Source: an optimization exercise on an open RTL-to-GDS flow (aim: small area). Production flows keep margins and buffers that such runs may drop. The RTL was checked by simulation tests, not by an equivalence proof against the original design. Power is estimated from default activity; no workload was simulated.

File: flow/standard.sh
#!/bin/bash
# synth_recipe.tcl (not shown) runs the flow's synth.tcl, then flattens the netlist and writes it again
# the make line also repeats each setting of config.mk as NAME=value (left out here)
make -C /OpenROAD-flow-scripts/flow DESIGN_CONFIG=/design/flow/config.mk WORK_HOME=/design/flow/orfs CLKGATE_MAP_FILE= SYNTH_SCRIPT=/design/flow/synth_recipe.tcl "${@:-finish}"
File: flow/flow/run.sh
#!/bin/bash
# Layout flow: the standard ORFS flow (standard.sh, unchanged synthesis),
# with these changes to how the layout is made:
#   * port buffers use sky130_fd_sc_hd__buf_1 (every input and output port
#     still gets its own buffer);
#   * the clock tree: clkbuf_16 for the root and the upper levels, and
#     clkbuf_4 sink buffers driving clusters of at most 10 flip-flops within
#     40 um, without dummy loads.
# The make output goes to flow_make.log in the work folder; ORFS's own
# per-step logs are under orfs/logs/.
set -euo pipefail
cd "$(dirname "$0")/.."
CTS="-sink_clustering_enable -repair_clock_nets -dont_use_dummy_load"
CTS+=" -buf_list {sky130_fd_sc_hd__clkbuf_4 sky130_fd_sc_hd__clkbuf_16}"
CTS+=" -root_buf sky130_fd_sc_hd__clkbuf_16 -tree_buf sky130_fd_sc_hd__clkbuf_16"
CTS+=" -sink_clustering_buffer sky130_fd_sc_hd__clkbuf_4"
CTS+=" -sink_clustering_size 10 -sink_clustering_max_diameter 40"
bash standard.sh \
  "BUFFER_PORTS_ARGS=-buffer_cell sky130_fd_sc_hd__buf_1" \
  "CTS_ARGS=$CTS" \
  finish > flow_make.log 2>&1
File: flow/config.mk
export PLATFORM = sky130hd
export DESIGN_NAME = sha3_pad_chunker
export DESIGN_NICKNAME = sha3_pad_chunker
export VERILOG_FILES = /design/flow/design.v
export SDC_FILE = /design/flow/constraint.sdc
export NUM_CORES = 4
export LEC_CHECK = 0
export CAP_MARGIN = 20
export CORE_MARGIN = 2
export CORE_UTILIZATION = 60
export PLACE_DENSITY = 0.8
export SLEW_MARGIN = 20
export SYNTH_HIERARCHICAL = 1
File: flow/design.v
`timescale 1ns/1ps
module sha3_pad_chunker (
  input  logic         clk,
  input  logic         reset,
  input  logic         in_valid,
  output logic         in_ready,
  input  logic [7:0]   in_data,
  input  logic         in_bvalid,
  input  logic         in_last,
  output logic         pushout,
  output logic [2:0]   doutix,
  output logic [199:0] dout,
  output logic         blk_first,
  output logic         blk_last
);
  localparam int NB = 136;           
  localparam int CB = 25;            
  logic        wait_reg;             
  logic [2:0]  cc_reg;               
  logic [4:0]  cj_reg;               
  logic [4:0]  gap_reg;              
  logic        pad_pending_reg;
  logic        first_reg;
  logic        last_reg;
  logic [7:0]  buf_q [NB];
  logic emit;
  logic fill;
  logic take;
  logic [2:0] dix;
  assign emit     = gap_reg[4];
  assign fill     = !wait_reg && !emit;
  assign take     = fill && in_valid;
  assign in_ready = reset && fill;
  assign dix      = ~gap_reg[2:0];
  logic [2:0] pc;
  logic [4:0] pj;
  always_comb begin
    pc = cc_reg;
    pj = cj_reg;
    if (in_bvalid) begin
      if (cj_reg == 5'd24) begin
        pc = cc_reg + 3'd1;
        pj = 5'd0;
      end else begin
        pj = cj_reg + 5'd1;
      end
    end
  end
  logic p_full;                      
  assign p_full = (pc == 3'd5) && (pj == 5'd11);
  always_ff @(posedge clk or negedge reset) begin
    if (!reset) begin
      wait_reg        <= 1'b0;
      cc_reg          <= '0;
      cj_reg          <= '0;
      gap_reg         <= '0;
      pad_pending_reg <= 1'b0;
      first_reg       <= 1'b1;
      last_reg        <= 1'b0;
    end else begin
      if (gap_reg != 5'd0) gap_reg <= gap_reg - 5'd1;
      if (take) begin
        cc_reg <= pc;
        cj_reg <= pj;
        if (in_last) begin
          wait_reg <= 1'b1;
          if (!p_full) begin
            last_reg <= 1'b1;
          end else begin
            last_reg        <= 1'b0;
            pad_pending_reg <= 1'b1;
          end
        end else if (p_full) begin
          last_reg <= 1'b0;
          wait_reg <= 1'b1;
        end
      end
      if (wait_reg && gap_reg == 5'd0) begin
        wait_reg <= 1'b0;
        gap_reg  <= 5'd23;
      end
      if (emit && gap_reg[2:0] == 3'b000) begin
        cc_reg    <= '0;
        cj_reg    <= '0;
        first_reg <= last_reg;
        if (pad_pending_reg) begin
          last_reg        <= 1'b1;
          pad_pending_reg <= 1'b0;
          wait_reg        <= 1'b1;
        end
      end
    end
  end
  logic [5:0]  wc;                   
  logic [24:0] wj;                   
  always_comb begin
    for (int c = 0; c < 6; c++) wc[c] = take && in_bvalid && (cc_reg == 3'(c));
    for (int j = 0; j < CB; j++) wj[j] = (cj_reg == 5'(j));
  end
  logic [NB-1:0] we;                 
  always_comb
    for (int k = 0; k < NB; k++) we[k] = wc[k / CB] && wj[k % CB];
  always_ff @(posedge clk) begin
    for (int k = 0; k < NB; k++)
      if (we[k]) buf_q[k] <= in_data;
  end
  logic [5:0]  oc_reg;               
  logic        lt_reg;               
  logic        eq_reg;               
  logic [2:0]  nc;                   
  logic        start;                
  assign start = wait_reg && gap_reg == 5'd0;
  assign nc    = emit ? dix + 3'd1 : 3'd0;
  always_ff @(posedge clk or negedge reset) begin
    if (!reset) oc_reg <= '0;
    else        oc_reg <= {oc_reg[4:0], start};
  end
  always_ff @(posedge clk) begin
    lt_reg <= (nc < cc_reg);
    eq_reg <= (nc == cc_reg);
  end
  logic [24:0] vj;                   
  logic [24:0] pad6_n;               
  logic        pad8_n;               
  always_comb begin
    for (int j = 0; j < CB; j++) begin
      vj[j]     = lt_reg || (eq_reg && (5'(j) < cj_reg));
      pad6_n[j] = !(emit && last_reg && eq_reg && wj[j]);
    end
    pad8_n = !(last_reg && oc_reg[5]);
  end
  logic [NB-1:0] sel;                
  always_comb
    for (int k = 0; k < NB; k++) sel[k] = oc_reg[k / CB] && vj[k % CB];
  logic [8*NB-1:0] buf_flat;
  always_comb
    for (int k = 0; k < NB; k++) buf_flat[k*8 +: 8] = buf_q[k];
  sha3_pad_chunker_omux u_omux (
    .buf_flat (buf_flat),
    .sel      (sel),
    .pad6_n   (pad6_n),
    .pad8_n   (pad8_n),
    .dout     (dout)
  );
  assign pushout   = emit;
  assign doutix    = emit ? dix : 3'd0;
  assign blk_first = emit && first_reg;
  assign blk_last  = emit && last_reg;
endmodule
module sha3_pad_chunker_omux (
  input  logic [1087:0] buf_flat,
  input  logic [135:0]  sel,
  input  logic [24:0]   pad6_n,
  input  logic          pad8_n,
  output logic [199:0]  dout
);
  genvar j, b;
  generate
    for (j = 0; j < 25; j++) begin : g_byte
      for (b = 0; b < 8; b++) begin : g_bit
        logic pad_n;
        if (b == 1 || b == 2) begin : g_p6
          assign pad_n = pad6_n[j];
        end else if (b == 7 && j == 10) begin : g_p8
          assign pad_n = pad8_n;
        end else begin : g_p0
          assign pad_n = 1'b1;
        end
        if (j < 11) begin : g_six
          logic ga, gb;              
          sha3_pad_chunker_aoi3 u_a (
            .s ({sel[50 + j], sel[25 + j], sel[j]}),
            .d ({buf_flat[(50 + j)*8 + b], buf_flat[(25 + j)*8 + b], buf_flat[j*8 + b]}),
            .y (ga)
          );
          sha3_pad_chunker_aoi3 u_b (
            .s ({sel[125 + j], sel[100 + j], sel[75 + j]}),
            .d ({buf_flat[(125 + j)*8 + b], buf_flat[(100 + j)*8 + b], buf_flat[(75 + j)*8 + b]}),
            .y (gb)
          );
          assign dout[j*8 + b] = !(ga && gb && pad_n);
        end else begin : g_five
          assign dout[j*8 + b] = (sel[j]       && buf_flat[j*8 + b])
                              || (sel[25 + j]  && buf_flat[(25 + j)*8 + b])
                              || (sel[50 + j]  && buf_flat[(50 + j)*8 + b])
                              || (sel[75 + j]  && buf_flat[(75 + j)*8 + b])
                              || (sel[100 + j] && buf_flat[(100 + j)*8 + b])
                              || !pad_n;
        end
      end
    end
  endgenerate
endmodule
module sha3_pad_chunker_aoi3 (
  input  logic [2:0] s,
  input  logic [2:0] d,
  output logic       y
);
  assign y = !(|(s & d));
endmodule
File: flow/constraint.sdc
create_clock -name core_clock -period 5.0 [get_ports {clk}]
set_input_delay 1.0000 -clock core_clock [delete_from_list [all_inputs] [get_ports {clk}]]
set_output_delay 1.0000 -clock core_clock [all_outputs]
set_load 0.01 [all_outputs]
==> results.json, run 1 <==
{
  "status": "no timing/DRC/antenna violations",
  "cts_repair_resize_count": 0,
  "clkLatencyLatePin_ps": 690,
  "die_h_um": 266,
  "htreeDepth": 4,
  "synth_edf_count": 1088,
  "maxSlewViolCount": 0,
  "met3_usage_pct": 7.50,
  "clk_pin_slew_ps": 100,
  "max_freq_ghz": 0.211,
  "worstPathMaxFanout": 15,
  "grt_pass1_wl_um": 149000,
  "postCtsSetupRepairBufs": 0,
  "arrival_ps": 3740,
  "max_stage_delay_ps": 910,
  "firstDrtPassIters": 9,
  "r2r_setup_slack_ps": 1550,
  "synth_area_leaders": "edfxtp_1 (79%), a222oi_1 (6.3%), a22oi_1 (2.6%), nor2_1 (2.0%), nand2_1 (2.0%)",
  "cts_tree": "done",
  "drtIter0Drc": 4576,
  "grtUsageMet2_pct": 44.9,
  "drc": 0,
  "fin_hold_ws_ps": 356,
  "antenna_found_initial": 4,
  "start_util_pct": 60.9,
  "vias": 24600,
  "cts_buffers": 143,
  "ys_seq_area_share_pct": 80.9,
  "rsz0062_at_grt": "false",
  "final.min_clock_period_ps": 4740,
  "r2r-end": "buf_q[72][7]",
  "max_cap_violations": 0,
  "path_cells": "a21o_1 > nand2_1 > nor2_1 > a222oi_1 > nand3_1 > buf_1",
  "fin_crit_sh_pct": 94.9,
  "finalInstanceArea_um2": 44100,
  "crit_type": "reg -> out",
  "clockBufferDepth": 3,
  "grt_max_degree": 83,
  "worstPathRequired_ps": 4000,
  "cts_hold_buf": 0,
  "synth-seq-cells": 1113,
  "die-width_um": 266,
  "synth_area_leader_cell": "edfxtp_1",
  "cts_num_sinks": 1113,
  "skew_ps": 67.4,
  "setup_viol": 0,
  "p_per_area_nw_per_um2": 354,
  "avgViaCountPerCell": 7.01,
  "synth_top_area_share_pct": 79.4,
  "fin_nets": 2668,
  "syn_avg_cell_area_um2": 17.5,
  "fillers": 4420,
  "r2r-start": "gap_reg[4]",
  "routedWlPerCell_um": 29.2,
  "hold_class": "in -> async",
  "largest_reg_flops": 1088,
  "place_congestion": 0.899,
  "cts-root-buf": "clkbuf_16",
  "grt_pass1_vias": 24000,
  "place_area_um2": 42700,
  "ys_types": 63,
  "grt_usage_pct": 28.8,
  "yosys_warnings": 8,
  "vdd_drop_max_mv": 0.355,
  "netlist_area_um2": 41100,
  "grt_use_met1_pct": 39.2,
  "synth_common_cells": "edfxtp_1 (1088), a222oi_1 (260), nor2_1 (221)",
  "portBuffers": 219,
  "dieArea_um2": 70600,
  "end_kind": "primary output",
  "crit_path_top_delay_cell": "dfxtp_1",
  "dp_hpwl_um": 64600,
  "synth_ff_type": "edfxtp_1",
  "reg2reg_depth": 5,
  "hold_viol": 0,
  "gr-max-usage-layer": "met2",
  "tns_ps": 0,
  "maxSlewHeadroom_pct": 15.4,
  "synthMostInstantiatedCell": "edfxtp_1",
  "ios": 220,
  "grt-ovfl-total": 0,
  "layout-drive-gt1-share_pct": 8.11,
  "core_area_um2": 67500,
  "leakage_uw": 0.0142,
  "row_count": 95,
  "area_delta_synth_final_pct": 7.17,
  "worst_slew_pin_slew_ps": 1260,
  "start_kind": "flip-flop",
  "synthCells": 2355,
  "routed_wirelength_um": 102000,
  "async_flop_share_pct": 2.07,
  "ant_nets": 0,
  "synth_fp_nets": 2381
}
-- area by class of cell --
cell class	count	area, um^2	area share (%)
inverter	23	86.3	0.196
sequential	1113	33300	75.5
antenna	1	2.50	0.00568
multi-input combinational	1105	7100	16.1
timing repair buffer	256	1130	2.56
tap	873	1090	2.48
clock buffer	143	1370	3.11
-- cells by family after synthesis --
logic type,count (synthesis),synth area share [%]
and+or+nand+nor,641,7.08
DFF,1113,80.9
adders and majority gates,13,0.396
buffers and inverters,137,1.80
xor gates and xnor gates,1,0.0213
muxes,6,0.167
AOI/OAI and AO/OA,444,9.58
-- worst max-delay path by stage --
stage | startpoint | endpoint | slack (ps) | cells after the start
6_report | lt_reg | dout[87] | 260 | 6
3_3_place_gp | cj_reg[1] | dout[50] | 1110 | 8
2_1_floorplan | cj_reg[2] | dout[128] | 2070 | 8
5_1_grt | cj_reg[2] | dout[128] | 180 | 7
3_5_place_dp | cj_reg[1] | dout[49] | 1080 | 8
4_1_cts | cj_reg[1] | dout[49] | 370 | 8
-- power breakdown --
part	internal [uW]	total, uW	switching (uW)
clock network	1770	4530	2760
registers	10200	10300	61.4
logic	180	768	589
total	12200	15600	3410
-- modules after synthesis, one instance, submodules excluded --
| module | cells inside | cell area, um^2 | flops+latches |
|---|---|---|---|
| sha3_pad_chunker_aoi3 | 1 | 10.0 | 0 |
| sha3_pad_chunker | 1657 | 36100 | 1113 |
| sha3_pad_chunker_omux | 522 | 3280 | 0 |
-- stage by stage --
step	worst slack [ps]	cells	utilization, %	power (uW)
after floorplan	2070	2355	-	10800
after global placement	1110	3370	63.2	11200
after detailed placement	1080	3370	63.2	11300
after CTS	365	3513	65.3	15600
after global routing	177	3514	65.3	16000
final	257	3514	65.3	15600
-- routing by layer --
metal / vias to the layer above / share of wire (%)
li1: 10300 / -
met1: 12200 / 36
met2: 1859 / 47
met3: 269 / 13
met4: 6 / 3.9
met5: - / 0.032
-- critical path: cells and delay by family, from the launching register on --
kind            cells  cell delay [ps]
compound gates      2              550
simple gates        3             1250
buf+inv             1              370
flops               1              910
-- placed cells by master, fill, tap and decap left out, drive strengths merged, types with 3 or more instances in the layout --
cell type / instances
a222oi: 260
nor2: 224
nor3: 5
clkbuf: 151
o21ai: 10
and2: 28
edfxtp: 1088
a22oi: 140
nand3: 52
dfrtp: 22
nor2b: 42
mux2: 4
inv: 23
a21oi: 14
a21o: 4
buf: 248
and3: 4
nand2: 226
nand4: 44
ha: 13
nand2b: 3
==> run 2, diff against run 1 <==
--- a/flow/design.v
+++ b/flow/design.v
@@ -129,9 +129,17 @@
     end
     pad8_n = !(last_reg && oc_reg[5]);
   end
+  logic [5:0]    oc_n;
+  logic [24:0]   vj_n;
   logic [NB-1:0] sel;                
-  always_comb
-    for (int k = 0; k < NB; k++) sel[k] = oc_reg[k / CB] && vj[k % CB];
+  assign oc_n = ~oc_reg;
+  assign vj_n = ~vj;
+  genvar gk;
+  generate
+    for (gk = 0; gk < NB; gk++) begin : g_sel
+      sha3_pad_chunker_nor2 u_sel (.a(oc_n[gk / CB]), .b(vj_n[gk % CB]), .y(sel[gk]));
+    end
+  endgenerate
   logic [8*NB-1:0] buf_flat;
   always_comb
     for (int k = 0; k < NB; k++) buf_flat[k*8 +: 8] = buf_q[k];
@@ -198,3 +206,10 @@
 );
   assign y = !(|(s & d));
 endmodule
+module sha3_pad_chunker_nor2 (
+  input  logic a,
+  input  logic b,
+  output logic y
+);
+  assign y = !(a || b);
+endmodule
==> flow/flow/run.sh (replaced) <==
#!/bin/bash
# Layout flow: the standard ORFS flow (standard.sh, unchanged synthesis),
# with these changes to how the layout is made:
#   * port buffers use sky130_fd_sc_hd__buf_1 (every input and output port
#     still gets its own buffer);
#   * the clock tree: a clkbuf_16 root, clkbuf_8 upper levels, and clkbuf_4
#     sink buffers driving clusters of at most 10 flip-flops within 40 um,
#     without dummy loads.
# The make output goes to flow_make.log in the work folder; ORFS's own
# per-step logs are under orfs/logs/.
set -euo pipefail
cd "$(dirname "$0")/.."
CTS="-sink_clustering_enable -repair_clock_nets -dont_use_dummy_load"
CTS+=" -buf_list {sky130_fd_sc_hd__clkbuf_4 sky130_fd_sc_hd__clkbuf_8 sky130_fd_sc_hd__clkbuf_16}"
CTS+=" -root_buf sky130_fd_sc_hd__clkbuf_16 -tree_buf sky130_fd_sc_hd__clkbuf_8"
CTS+=" -sink_clustering_buffer sky130_fd_sc_hd__clkbuf_4"
CTS+=" -sink_clustering_size 10 -sink_clustering_max_diameter 40"
bash standard.sh \
  "BUFFER_PORTS_ARGS=-buffer_cell sky130_fd_sc_hd__buf_1" \
  "CTS_ARGS=$CTS" \
  finish > flow_make.log 2>&1
==> run 2 against run 1 <==
  * Combinational power grew to 4.1 times the previous value
  * Clock-buffer cell count decreased by 3
  * Core utilization is 0.30 points lower
  * Highest routed layer unchanged
  * Register-to-register slack worse by 60 ps
  * Flip-flop and latch count did not move
  * Worst setup slack lost 33 ps
  * Die area decreased by 0.30%
==> results.json, run 2 <==
{
  "maxSlewViolCount": 0,
  "ys_seq_area_share_pct": 81.2,
  "max_cap_violations": 0,
  "fin_crit_sh_pct": 95.5,
  "synth-seq-cells": 1113,
  "worstPathMaxFanout": 24,
  "cts_repair_resize_count": 0,
  "worst_slew_pin_slew_ps": 1150,
  "synth.area.mux_share_pct": 0.107,
  "fin_nets": 2678,
  "postCtsSetupRepairBufs": 0,
  "netlist_area_um2": 41000,
  "max_freq_ghz": 0.209,
  "final_common_cell": "edfxtp_1",
  "synthMostInstantiatedCell": "edfxtp_1",
  "vdd_drop_max_mv": 0.274,
  "diodes": 0,
  "leakage_uw": 0.0140,
  "cts_buffers": 140,
  "fillers": 4419,
  "area_delta_synth_final_pct": 6.81,
  "synth_common_cells": "edfxtp_1 (1088), nor2_1 (283), a222oi_1 (260)",
  "drc": 0,
  "antenna_found_initial": 1,
  "core_area_um2": 67400,
  "grt-ovfl-total": 0,
  "synth_top_family_by_area": "compound AO/OA/AOI/OAI gates",
  "async_flop_share_pct": 2.07,
  "p_per_area_nw_per_um2": 406,
  "ios": 220,
  "hold_viol": 0,
  "routed_wirelength_um": 101000,
  "portBuffers": 219,
  "place_area_um2": 42600,
  "maxSlewHeadroom_pct": 23.2,
  "synthSimpleGateAreaFrac_pct": 6.61,
  "vias": 24600,
  "crit_type": "reg -> out",
  "synth_xor_area_share_pct": 0.0427,
  "layout-drive-gt1-share_pct": 8.04,
  "finalInstanceArea_um2": 43800,
  "tns_ps": 0,
  "grt_pass1_wl_um": 149000,
  "synth_top_area_share_pct": 79.7,
  "drtIter0Drc": 4405,
  "hold_class": "in -> async",
  "clk_pin_slew_ps": 100,
  "cts-root-buf": "clkbuf_16",
  "grt_pass1_vias": 23900,
  "avgViaCountPerCell": 6.97,
  "ant_nets": 0,
  "syn_avg_cell_area_um2": 17.4,
  "dp_hpwl_um": 63900,
  "firstDrtPassIters": 8,
  "mostFrequentLayoutCells": "edfxtp_1 (1088), nor2_1 (283), a222oi_1 (260)",
  "clockBufferDepth": 3,
  "synth_edf_count": 1088,
  "cts_tree": "done",
  "routedWlPerCell_um": 28.6,
  "grt_max_degree": 72,
  "setup_viol": 0,
  "synthCells": 2356,
  "fin_hold_ws_ps": 313,
  "htreeDepth": 4,
  "largest_reg_flops": 1088,
  "cts_num_sinks": 1113,
  "rsz0062_at_grt": "false",
  "place_congestion": 0.902,
  "start_kind": "flip-flop",
  "ys_types": 53,
  "skew_ps": 73.5,
  "status": "no timing/DRC/antenna violations",
  "yosys.area_share.adder_pct": 0.397,
  "synth_fp_nets": 2382,
  "multiInputGateArea_um2": 6950,
  "fin_total_pwr_uw": 17800,
  "synth_compound_area_share_pct": 9.77,
  "dieArea_um2": 70400,
  "start_util_pct": 60.8,
  "final.min_clock_period_ps": 4780,
  "end_kind": "primary output",
  "synth_area_leader_cell": "edfxtp_1",
  "register_area_um2": 33300,
  "cts_hold_buf": 0,
  "arrival_ps": 3780,
  "grt_usage_pct": 28.6,
  "die-width_um": 265,
  "die_h_um": 265,
  "worstPathRequired_ps": 4000,
  "clkLatencyLatePin_ps": 660,
  "synth_ff_type": "edfxtp_1",
  "synth_area_leaders": "edfxtp_1 (80%), a222oi_1 (6.3%), nor2_1 (2.6%), a22oi_1 (2.6%), nand2_1 (2.0%)",
  "yosys_warnings": 8,
  "row_count": 95
}
-- run 2: cell types whose count changed in the layout (fill, tap and decap cells not counted), sizes merged, moves of 3 or more --
cell | previous run | this run
nor2b | 42 | 10
nand2 | 226 | 221
a31oi | 2 | 5
buf | 248 | 256
a21oi | 14 | 17
nand4 | 44 | 38
nor2 | 224 | 284
clkbuf | 151 | 148
o21ai | 10 | 13
and2 | 28 | 5
-- run 2: worst max-delay path, cell delays in order (launching register included) --
cell	delay (ps)
dfrtp_1	830
nor2b_1	270
nand2_1	120
o21ai_0	820
nor2_1	370
a222oi_1	440
nand2_1	110
buf_1	150
-- run 2: metrics by stage --
step	std cells	setup WS, ps	util [%]
finish	3523	225	65.0
global route	3523	0.796	65.0
CTS	3523	167	65.0
detailed placement	3383	936	63.2
global placement	3383	1130	63.2
floorplan	2356	1580	-
-- run 2: cell families after synthesis --
group | Yosys count
flip-flops | 1113
AND/OR/NAND/NOR | 635
AO/OA/AOI/OAI | 456
buffers and inverters | 133
adder cells (fa/ha/maj) | 13
multiplexers | 4
XOR/XNOR | 2
-- run 2: worst paths after layout --
| kind | startpoint | end | slack, ps | depth (start not counted) |
|---|---|---|---|---|
| setup / recovery | cj_reg[4] | dout[136] | 220 | 7 |
| min in group core_clock | oc_reg[3] | oc_reg[4] | 370 | 0 |
| max in group asynchronous | reset | first_reg | 4370 | 2 |
| setup reg to reg | gap_reg[4] | buf_q[92][6] | 1490 | 4 |
| hold / removal | reset | pad_pending_reg | 310 | 2 |
| hold reg to reg | oc_reg[3] | oc_reg[4] | 370 | 0 |
-- run 2: per-module statistics from Yosys (local to each module, per instance) --
module / times used / cells / cell area, um^2 / flip-flops and latches
sha3_pad_chunker: 1 / 1522 / 35400 / 1113
sha3_pad_chunker_aoi3: 176 / 1 / 10.0 / 0
sha3_pad_chunker_omux: 1 / 522 / 3280 / 0
sha3_pad_chunker_nor2: 136 / 1 / 3.75 / 0
-- run 2: cell type report --
cell class	instances	share of cell area [%]
repair buffers	264	2.75
inverters	23	0.197
clock buffers	140	2.67
flip-flops and latches	1113	76.0
multi-input cells	1110	15.9
well taps	873	2.49
-- run 2: metal layers --
layer  GRT usage (%)  routed length, um  share of wire [%]  vias up
met2            45.5              48500                 48     1862
li1                -                  -                  -    10300
met4            11.5               3840                3.8        2
met5               0                 13              0.013        -
met3            6.04              12000                 12      236
met1            39.0              36400                 36    12200
-- run 2: where the power goes --
| group | internal (uW) | total [uW] | switching, uW |
|---|---|---|---|
| sequential | 10300 | 10500 | 168 |
| clock | 1470 | 4160 | 2690 |
| combinational | 855 | 3130 | 2280 |
| total | 12600 | 17800 | 5140 |

-- re-timing with driven ports --
The flow's constraints put no driver on any port. The routed layouts listed below were extracted and timed again, unchanged, in two steps.
Step 1 sets driving cells, clkbuf_16 on the clock port and buf_2 on the other inputs (assumed; they add their load-dependent delay and slew).
Step 2 moves the port delays by t, midway between the first and last clock arrival at a register: inputs arrive t later, outputs are due t later. That takes back most of the time a late clock gives input paths.
a / b / c = ideal / step 1 / step 2; a / b = the first two.
run | shift t [ns] | setup slack, ns | slew at the worst register clock pin (ns) | cell pins on the clock port's net
run 1 | 0.726 | 0.257 / 0.196 / 0.922 | 0.11 / 0.11 | 1
run 2 | 0.703 | 0.225 / 0.161 / 0.864 | 0.11 / 0.11 | 1
After both steps setup and hold are still met in every run listed.
